This design comes from an exercise in tuning for small area, a short achievable clock period and few clock cycles per item on the open sky130 flow, not from production work. At most, simulation tests tie the RTL to the original design; equivalence was not proved.

==> module word_tokenizer_fnv1a_hasher_top, before the edit <==
module word_tokenizer_fnv1a_hasher_top #(
  parameter int unsigned LENGTH_WIDTH = wtok_pkg::LENGTH_WIDTH_DEF
) (
  input  logic   clk,
  input  logic   rst,
  input  logic   byte_valid,
  output logic   byte_ready,
  input  wtok_pkg::byte_t  byte_data,
  output logic   token_valid,
  input  logic   token_ready,
  output wtok_pkg::token_t token_data
);
  localparam logic [1:0] C_NONE = 2'd0;
  localparam logic [1:0] C_WORD = 2'd1;
  localparam logic [1:0] C_LF   = 2'd2;
  localparam logic [1:0] C_END  = 2'd3;
  logic [1:0]  ib_cls;
  logic        ib_b7;
  logic                    in_word;
  logic [31:0]             hash_r;
  logic [LENGTH_WIDTH-1:0] len_r;
  logic                    last_r;
  logic [LENGTH_WIDTH:0]   len_t;     
  logic                    len_en;
  logic [1:0]  e_pre;
  logic        w_own;
  logic        e_post;
  logic        rdy_nt;
  logic        rdy_t;
  logic        e_front;
  logic        word_end;
  logic        imm_w;
  logic        take;
  logic        w_now;       
  logic        w_give;      
  logic        ok;
  logic        hash_upd;
  logic        hash_clr;
  logic        byte_xfer;
  logic        in_space;
  logic [1:0]  in_cls;
  logic [6:0]  in_low;
  logic [31:0] mix_out;
  logic [31:0] mixed;
  logic [6:0]  hlo_n;
  logic        w_next_nt;   
  logic        w_next_t;    
  logic [1:0]  ib_cls_n;
  logic        in_word_n;
  logic [1:0]  e_pre_n;
  logic        w_own_n;
  logic        e_post_n;
  logic        ok_nt_n;
  logic        ok_t_n;
  assign e_front     = (e_pre != 2'd0);
  assign word_end    = in_word && ib_cls[1];
  assign imm_w       = word_end && !e_front;
  assign token_valid = e_front || w_own || imm_w;
  assign take        = token_valid && token_ready;
  assign token_data.word_hash   = e_front ? EOS_HASH : hash_r;
  assign token_data.word_length = e_front ? EOS_LENGTH : 16'(len_r);
  assign token_data.is_eos      = e_front;
  assign token_data.last        = e_front || (w_own ? last_r : ib_cls[0]);
  assign byte_ready = rdy_nt || (token_ready && rdy_t);
  assign byte_xfer  = byte_valid && byte_ready;
  wtok_room u_room (
    .cls(ib_cls), .in_word(in_word), .e_pre(e_pre), .w_own(w_own),
    .e_post(e_post), .take(take), .ok(ok)
  );
  always_comb begin
    w_now    = imm_w && token_ready;
    w_give   = take && !e_front && w_own;
    hash_upd = (ib_cls == C_WORD) && ok;
    hash_clr = w_now || w_give;
    in_space = (byte_data.data_byte == CHR_SP)  || (byte_data.data_byte == CHR_LF) ||
               (byte_data.data_byte == CHR_CR)  || (byte_data.data_byte == CHR_TAB) ||
               (byte_data.data_byte == CHR_VT)  || (byte_data.data_byte == CHR_FF) ||
               (byte_data.data_byte == CHR_NUL);
    if (byte_data.end_of_input)                 in_cls = C_END;
    else if (byte_data.data_byte == CHR_LF)     in_cls = C_LF;
    else if (in_space)                          in_cls = C_END;
    else                                        in_cls = C_WORD;
    in_low = byte_data.data_byte[6:0] ^ {7{byte_data.data_byte[7]}};
    if (byte_xfer)   ib_cls_n = in_cls;
    else if (ok)     ib_cls_n = C_NONE;
    else             ib_cls_n = ib_cls;
    e_pre_n   = e_pre;
    w_own_n   = w_own;
    e_post_n  = e_post;
    in_word_n = in_word;
    if (take && !imm_w) begin
      if (e_front) begin
        e_pre_n = e_pre - 2'd1;
      end else begin
        w_own_n  = 1'b0;
        e_pre_n  = {1'b0, e_post};
        e_post_n = 1'b0;
      end
    end
    if (ok) begin
      case (ib_cls)
        C_WORD: in_word_n = 1'b1;
        C_LF: begin
          in_word_n = 1'b0;
          if (in_word) begin
            if (w_now) begin
              e_pre_n  = e_pre_n + 2'd1;
            end else begin
              w_own_n  = 1'b1;
              e_post_n = 1'b1;
            end
          end else if (w_own_n) begin
            e_post_n = 1'b1;
          end else begin
            e_pre_n  = e_pre_n + 2'd1;
          end
        end
        C_END: begin
          in_word_n = 1'b0;
          if (in_word && !w_now) w_own_n = 1'b1;
        end
        default: ;
      endcase
    end
    mixed = mix_out;
    if (rst || hash_clr) hlo_n = FNV_BASIS[6:0];
    else if (hash_upd)   hlo_n = mixed[6:0];
    else                 hlo_n = hash_r[6:0];
    if (byte_xfer && in_cls == C_WORD) hlo_n = hlo_n ^ in_low;
    w_next_nt = w_own_n || (in_word_n && ib_cls_n[1]);
    w_next_t  = (e_pre_n != 2'd0) && w_next_nt;
  end
  fnv_mul u_mul (.x(hash_r), .e(ib_b7), .y(mix_out));
  wtok_room u_room_nt (
    .cls(ib_cls_n), .in_word(in_word_n), .e_pre(e_pre_n), .w_own(w_own_n),
    .e_post(e_post_n), .take(1'b0), .ok(ok_nt_n)
  );
  wtok_room u_room_t (
    .cls(ib_cls_n), .in_word(in_word_n), .e_pre(e_pre_n), .w_own(w_own_n),
    .e_post(e_post_n), .take(1'b1), .ok(ok_t_n)
  );
  always_ff @(posedge clk) begin
    if (rst) begin
      ib_cls  <= C_NONE;
      in_word <= 1'b0;
      e_pre   <= 2'd0;
      w_own   <= 1'b0;
      e_post  <= 1'b0;
      rdy_nt  <= 1'b1;
      rdy_t   <= 1'b1;
    end else begin
      ib_cls  <= ib_cls_n;
      in_word <= in_word_n;
      e_pre   <= e_pre_n;
      w_own   <= w_own_n;
      e_post  <= e_post_n;
      rdy_nt  <= ((ib_cls_n == C_NONE) || ok_nt_n) && !w_next_nt;
      rdy_t   <= ((ib_cls_n == C_NONE) || ok_t_n) && !w_next_t;
    end
  end
  always_ff @(posedge clk) begin
    if (byte_xfer) begin
      ib_b7 <= byte_data.data_byte[7];
    end
  end
  always_ff @(posedge clk) begin
    if (rst || hash_clr) begin
      hash_r[31:7] <= FNV_BASIS[31:7];
    end else if (hash_upd) begin
      hash_r[31:7] <= mixed[31:7];
    end
  end
  always_comb begin
    len_t[0] = 1'b1;
    for (int i = 0; i < LENGTH_WIDTH; i++) begin
      len_t[i+1] = len_t[i] & len_r[i];
    end
    len_en = hash_upd && !len_t[LENGTH_WIDTH];
  end
  always_ff @(posedge clk) begin
    len_r <= {LENGTH_WIDTH{!(rst || hash_clr)}} &
             (len_r ^ ({LENGTH_WIDTH{len_en}} & len_t[LENGTH_WIDTH-1:0]));
  end
  always_ff @(posedge clk) begin
    hash_r[6:0] <= hlo_n;
  end
  always_ff @(posedge clk) begin
    if (ok && word_end && !w_now) begin
      last_r <= (ib_cls == C_END);
    end
  end
endmodule
export LEC_CHECK = 0
export ABC_AREA = 1
export CAP_MARGIN = 20
export CORE_MARGIN = 2
export CORE_UTILIZATION = 40
export CTS_BUF_LIST = sky130_fd_sc_hd__clkbuf_8
export CTS_CLUSTER_SIZE = 20
export PLACE_DENSITY = 0.7
export SETUP_SLACK_MARGIN = 2.8
export SLEW_MARGIN = 20
create_clock -name core_clock -period 6.5 [get_ports {clk}]
standard.sh (not shown) runs the stock make flow with config.mk's settings and CLKGATE_MAP_FILE= SYNTH_SCRIPT=/design/flow/synth_recipe.tcl, a recipe that flattens the netlist after the stock synthesis.
==> flow/flow/run.sh <==
#!/bin/bash
# Layout flow: the standard flow, with two changes between its steps.
#  1. After the standard synthesis, flow/fapol.py re-chooses the polarity of
#     each full adder cell (a full adder is self-dual) to drop the inverters
#     that Yosys's adder extraction leaves between them, and turns an xor2
#     with one inverted input into an xnor2 (or back). Registers and all
#     other cells are untouched.
#  2. Ports are buffered with sky130_fd_sc_hd__buf_1 instead of the
#     flow's default buffer cell (every port still gets its own buffer).
# Each tool's output goes to a log file of its own in this folder.
set -euo pipefail
R=orfs/results/sky130hd/word_tokenizer_fnv1a_hasher_top/base
bash standard.sh synth > 1_standard_synth.log 2>&1
cp $R/1_2_yosys.v 1_2_yosys.standard.v
python3 flow/fapol.py 1_2_yosys.standard.v $R/1_2_yosys.v > 2_fapol.log 2>&1
touch $R/1_2_yosys.v
bash standard.sh BUFFER_PORTS_ARGS="-buffer_cell sky130_fd_sc_hd__buf_1" finish > 3_standard_finish.log 2>&1
Other scripts of this flow, unchanged in this note and not shown: flow/flow/fapol.py
Rerun with:
--- a/flow/design.v
+++ b/flow/design.v
@@ -85,6 +85,4 @@
   logic [LENGTH_WIDTH-1:0] len_r;
   logic                    last_r;
-  logic [LENGTH_WIDTH:0]   len_t;     
-  logic                    len_en;
   logic [1:0]  e_pre;
   logic        w_own;
@@ -231,19 +229,12 @@
     if (rst || hash_clr) begin
       hash_r[31:7] <= FNV_BASIS[31:7];
+      len_r        <= '0;
     end else if (hash_upd) begin
       hash_r[31:7] <= mixed[31:7];
+      if (len_r != '1) begin
+        len_r <= len_r + LENGTH_WIDTH'(1);
+      end
     end
   end
-  always_comb begin
-    len_t[0] = 1'b1;
-    for (int i = 0; i < LENGTH_WIDTH; i++) begin
-      len_t[i+1] = len_t[i] & len_r[i];
-    end
-    len_en = hash_upd && !len_t[LENGTH_WIDTH];
-  end
-  always_ff @(posedge clk) begin
-    len_r <= {LENGTH_WIDTH{!(rst || hash_clr)}} &
-             (len_r ^ ({LENGTH_WIDTH{len_en}} & len_t[LENGTH_WIDTH-1:0]));
-  end
   always_ff @(posedge clk) begin
     hash_r[6:0] <= hlo_n;
What happened:
- core utilization decreases by 0.37 points
- cell area decreases slightly
- clock skew decreases by 0.011 ns
- worst hold slack is better by 0.033 ns
- first-iteration DRC count decreases by a quarter to a third
- count of clock-buffer cells in the layout stays the same
- die area increases slightly
- synthesized cell count increases slightly
Testbench counts after the change, summed over its fixed seeds: cycles 24,016, bytes 24,000.
No functional check of the RTL was part of the first run of this note.

Another version of the RTL of word_tokenizer_fnv1a_hasher_top (not shown whole).
Size in the first run: about 68 flip-flops.
==> module word_tokenizer_fnv1a_hasher_top, before the edit <==
module word_tokenizer_fnv1a_hasher_top #(
  parameter int unsigned LENGTH_WIDTH = wtok_pkg::LENGTH_WIDTH_DEF
) (
  input  logic   clk,
  input  logic   rst,
  input  logic   byte_valid,
  output logic   byte_ready,
  input  wtok_pkg::byte_t  byte_data,
  output logic   token_valid,
  input  logic   token_ready,
  output wtok_pkg::token_t token_data
);
  localparam logic [1:0] C_NONE = 2'd0;
  localparam logic [1:0] C_WORD = 2'd1;
  localparam logic [1:0] C_LF   = 2'd2;
  localparam logic [1:0] C_END  = 2'd3;
  logic [1:0]  ib_cls;
  logic [6:0]  xlo_r;       
  logic        ib_b7;
  logic                    in_word;
  logic                    cont_a;    
  logic                    cont_b;    
  logic [31:0]             hash_r;
  logic [LENGTH_WIDTH-1:0] len_r;
  logic                    last_r;
  logic [1:0]  e_pre;
  logic        w_own;
  logic        e_post;
  logic        rdy_nt;
  logic        rdy_t;
  logic        e_front;
  logic        take;
  logic        ok;
  logic        hash_upd;
  logic        word_end;
  logic        byte_xfer;
  logic        in_space;
  logic [1:0]  in_cls;
  logic [31:0] hash_sel;
  logic [31:0] mix_in;
  logic [31:0] mix_out;
  logic [31:0] mixed;
  logic [1:0]  ib_cls_n;
  logic        in_word_n;
  logic [1:0]  e_pre_n;
  logic        w_own_n;
  logic        e_post_n;
  logic        ok_nt_n;
  logic        ok_t_n;
  logic [6:0]  in_low;
  logic [6:0]  hlo_n;
  logic [6:0]  xlo_n;
  assign e_front     = (e_pre != 2'd0);
  assign token_valid = e_front || w_own;
  assign take        = token_valid && token_ready;
  assign token_data.word_hash   = e_front ? EOS_HASH : hash_r;
  assign token_data.word_length = e_front ? EOS_LENGTH : 16'(len_r);
  assign token_data.is_eos      = e_front;
  assign token_data.last        = e_front || last_r;
  assign byte_ready = rdy_nt || (token_ready && rdy_t);
  assign byte_xfer  = byte_valid && byte_ready;
  wtok_room u_room (
    .cls(ib_cls), .in_word(in_word), .e_pre(e_pre), .w_own(w_own),
    .e_post(e_post), .take(take), .ok(ok)
  );
  always_comb begin
    hash_upd = (ib_cls == C_WORD) && ok;
    word_end = ok && in_word && ib_cls[1];
    in_space = (byte_data.data_byte == CHR_SP)  || (byte_data.data_byte == CHR_LF) ||
               (byte_data.data_byte == CHR_CR)  || (byte_data.data_byte == CHR_TAB) ||
               (byte_data.data_byte == CHR_VT)  || (byte_data.data_byte == CHR_FF) ||
               (byte_data.data_byte == CHR_NUL);
    if (byte_data.end_of_input)                 in_cls = C_END;
    else if (byte_data.data_byte == CHR_LF)     in_cls = C_LF;
    else if (in_space)                          in_cls = C_END;
    else                                        in_cls = C_WORD;
    if (byte_xfer)   ib_cls_n = in_cls;
    else if (ok)     ib_cls_n = C_NONE;
    else             ib_cls_n = ib_cls;
    e_pre_n   = e_pre;
    w_own_n   = w_own;
    e_post_n  = e_post;
    in_word_n = in_word;
    if (take) begin
      if (e_front) begin
        e_pre_n = e_pre - 2'd1;
      end else begin
        w_own_n  = 1'b0;
        e_pre_n  = {1'b0, e_post};
        e_post_n = 1'b0;
      end
    end
    if (ok) begin
      case (ib_cls)
        C_WORD: in_word_n = 1'b1;
        C_LF: begin
          in_word_n = 1'b0;
          if (in_word) begin
            w_own_n  = 1'b1;
            e_post_n = 1'b1;
          end else if (w_own_n) begin
            e_post_n = 1'b1;
          end else begin
            e_pre_n  = e_pre_n + 2'd1;
          end
        end
        C_END: begin
          in_word_n = 1'b0;
          if (in_word) w_own_n = 1'b1;
        end
        default: ;
      endcase
    end
    hash_sel[31:19] = cont_a ? hash_r[31:19] : FNV_BASIS[31:19];
    hash_sel[18:0]  = cont_b ? hash_r[18:0]  : FNV_BASIS[18:0];
    mix_in   = {hash_sel[31:7], xlo_r};
    mixed    = mix_out ^ {32{ib_b7}};
    in_low   = byte_data.data_byte[6:0] ^ {7{byte_data.data_byte[7]}};
    hlo_n    = hash_upd ? mixed[6:0] : hash_r[6:0];
    xlo_n    = (in_word_n ? hlo_n : FNV_BASIS[6:0]) ^ in_low;
  end
  fnv_mul u_mul (.x(mix_in), .e(ib_b7), .y(mix_out));
  wtok_room u_room_nt (
    .cls(ib_cls_n), .in_word(in_word_n), .e_pre(e_pre_n), .w_own(w_own_n),
    .e_post(e_post_n), .take(1'b0), .ok(ok_nt_n)
  );
  wtok_room u_room_t (
    .cls(ib_cls_n), .in_word(in_word_n), .e_pre(e_pre_n), .w_own(w_own_n),
    .e_post(e_post_n), .take(1'b1), .ok(ok_t_n)
  );
  always_ff @(posedge clk) begin
    if (rst) begin
      ib_cls  <= C_NONE;
      in_word <= 1'b0;
      e_pre   <= 2'd0;
      w_own   <= 1'b0;
      e_post  <= 1'b0;
      rdy_nt  <= 1'b1;
      rdy_t   <= 1'b1;
    end else begin
      ib_cls  <= ib_cls_n;
      in_word <= in_word_n;
      e_pre   <= e_pre_n;
      w_own   <= w_own_n;
      e_post  <= e_post_n;
      rdy_nt  <= (ib_cls_n == C_NONE) || ok_nt_n;
      rdy_t   <= (ib_cls_n == C_NONE) || ((e_pre_n != 2'd0 || w_own_n) && ok_t_n);
    end
  end
  always_ff @(posedge clk) begin
    if (byte_xfer || ok) begin
      cont_b <= in_word_n;
    end
  end
  always_ff @(posedge clk) begin
    if (byte_xfer) begin
      xlo_r  <= xlo_n;
      cont_a <= in_word_n;
      ib_b7  <= byte_data.data_byte[7];
    end
  end
  always_ff @(posedge clk) begin
    if (hash_upd) begin
      hash_r <= mixed;
      if (!in_word) begin
        len_r <= LENGTH_WIDTH'(1);
      end else if (len_r != '1) begin
        len_r <= len_r + LENGTH_WIDTH'(1);
      end
    end
    if (word_end) begin
      last_r <= (ib_cls == C_END);
    end
  end
endmodule
clock: 6.5 ns
lec_check: 0
cap_margin: 20
core_margin: 2
core_utilization: 40
setup_slack_margin: 2.5
slew_margin: 20
run.sh (not shown) runs the stock make flow with config.mk's settings and CLKGATE_MAP_FILE= SYNTH_SCRIPT=/design/flow/synth_recipe.tcl, a recipe that flattens the netlist after the stock synthesis.
Stock flow here: none of the scripts above is used.
Testbench counts at the start, summed over its fixed seeds: cycles 24,023, bytes 24,000.
Then changed:
--- a/flow/design.v
+++ b/flow/design.v
@@ -80,9 +80,7 @@
   localparam logic [1:0] C_END  = 2'd3;
   logic [1:0]  ib_cls;
-  logic [6:0]  xlo_r;       
+  logic [6:0]  ib_low;      
   logic        ib_b7;
   logic                    in_word;
-  logic                    cont_a;    
-  logic                    cont_b;    
   logic [31:0]             hash_r;
   logic [LENGTH_WIDTH-1:0] len_r;
@@ -112,7 +110,4 @@
   logic        ok_nt_n;
   logic        ok_t_n;
-  logic [6:0]  in_low;
-  logic [6:0]  hlo_n;
-  logic [6:0]  xlo_n;
   assign e_front     = (e_pre != 2'd0);
   assign token_valid = e_front || w_own;
@@ -176,11 +171,7 @@
       endcase
     end
-    hash_sel[31:19] = cont_a ? hash_r[31:19] : FNV_BASIS[31:19];
-    hash_sel[18:0]  = cont_b ? hash_r[18:0]  : FNV_BASIS[18:0];
-    mix_in   = {hash_sel[31:7], xlo_r};
+    hash_sel = in_word ? hash_r : FNV_BASIS;
+    mix_in   = hash_sel ^ {25'd0, ib_low};
     mixed    = mix_out ^ {32{ib_b7}};
-    in_low   = byte_data.data_byte[6:0] ^ {7{byte_data.data_byte[7]}};
-    hlo_n    = hash_upd ? mixed[6:0] : hash_r[6:0];
-    xlo_n    = (in_word_n ? hlo_n : FNV_BASIS[6:0]) ^ in_low;
   end
   fnv_mul u_mul (.x(mix_in), .e(ib_b7), .y(mix_out));
@@ -213,12 +204,6 @@
   end
   always_ff @(posedge clk) begin
-    if (byte_xfer || ok) begin
-      cont_b <= in_word_n;
-    end
-  end
-  always_ff @(posedge clk) begin
     if (byte_xfer) begin
-      xlo_r  <= xlo_n;
-      cont_a <= in_word_n;
+      ib_low <= byte_data.data_byte[6:0] ^ {7{byte_data.data_byte[7]}};
       ib_b7  <= byte_data.data_byte[7];
     end
Effect:
- area after synthesis fell by 2.8%
- critical path depth decreases by 2
- flip-flop and latch count goes down by 2
- core utilization grows by 1.8 points
- non-clock buffer count goes up by 2
No functional check of the RTL was part of the second run of this note.

afterwards: timing with drivers on the ports:
Ports are ideal in the flow. The routed layouts listed here were re-timed in OpenROAD.
Step 1: set_driving_cell puts a clkbuf_16 on clk and a buf_2 on each other input, an assumption about the parent block.
Step 2 adds t to the input delays and takes it off the output delays; t is the mean of the earliest and latest rising clock arrival at the registers after step 1. Input paths then give back, and output paths get back, about the clock's delay inside the block.
Slacks: ideal / step 1 / step 2; pairs: ideal / step 1.
| run | t (ns) | setup slack, ns | latest minus earliest clock arrival (ns) |
|---|---|---|---|
| the first run of note 1 | 0.410 | 2.882 / 2.882 / 2.642 | 0.020 / 0.020 |
| the second run of note 1 | 0.397 | 2.897 / 2.897 / 2.871 | 0.009 / 0.010 |
| the first run of note 2 | 0.396 | 2.273 / 2.273 / 2.273 | 0.007 / 0.008 |
| the second run of note 2 | 0.381 | 2.222 / 2.222 / 2.222 | 0.011 / 0.011 |
After both steps setup and hold are still met in every run listed. The setup slack of the first run of note 1, which loses most, moves by 0.000 ns with the drivers and by -0.240 ns with both steps.
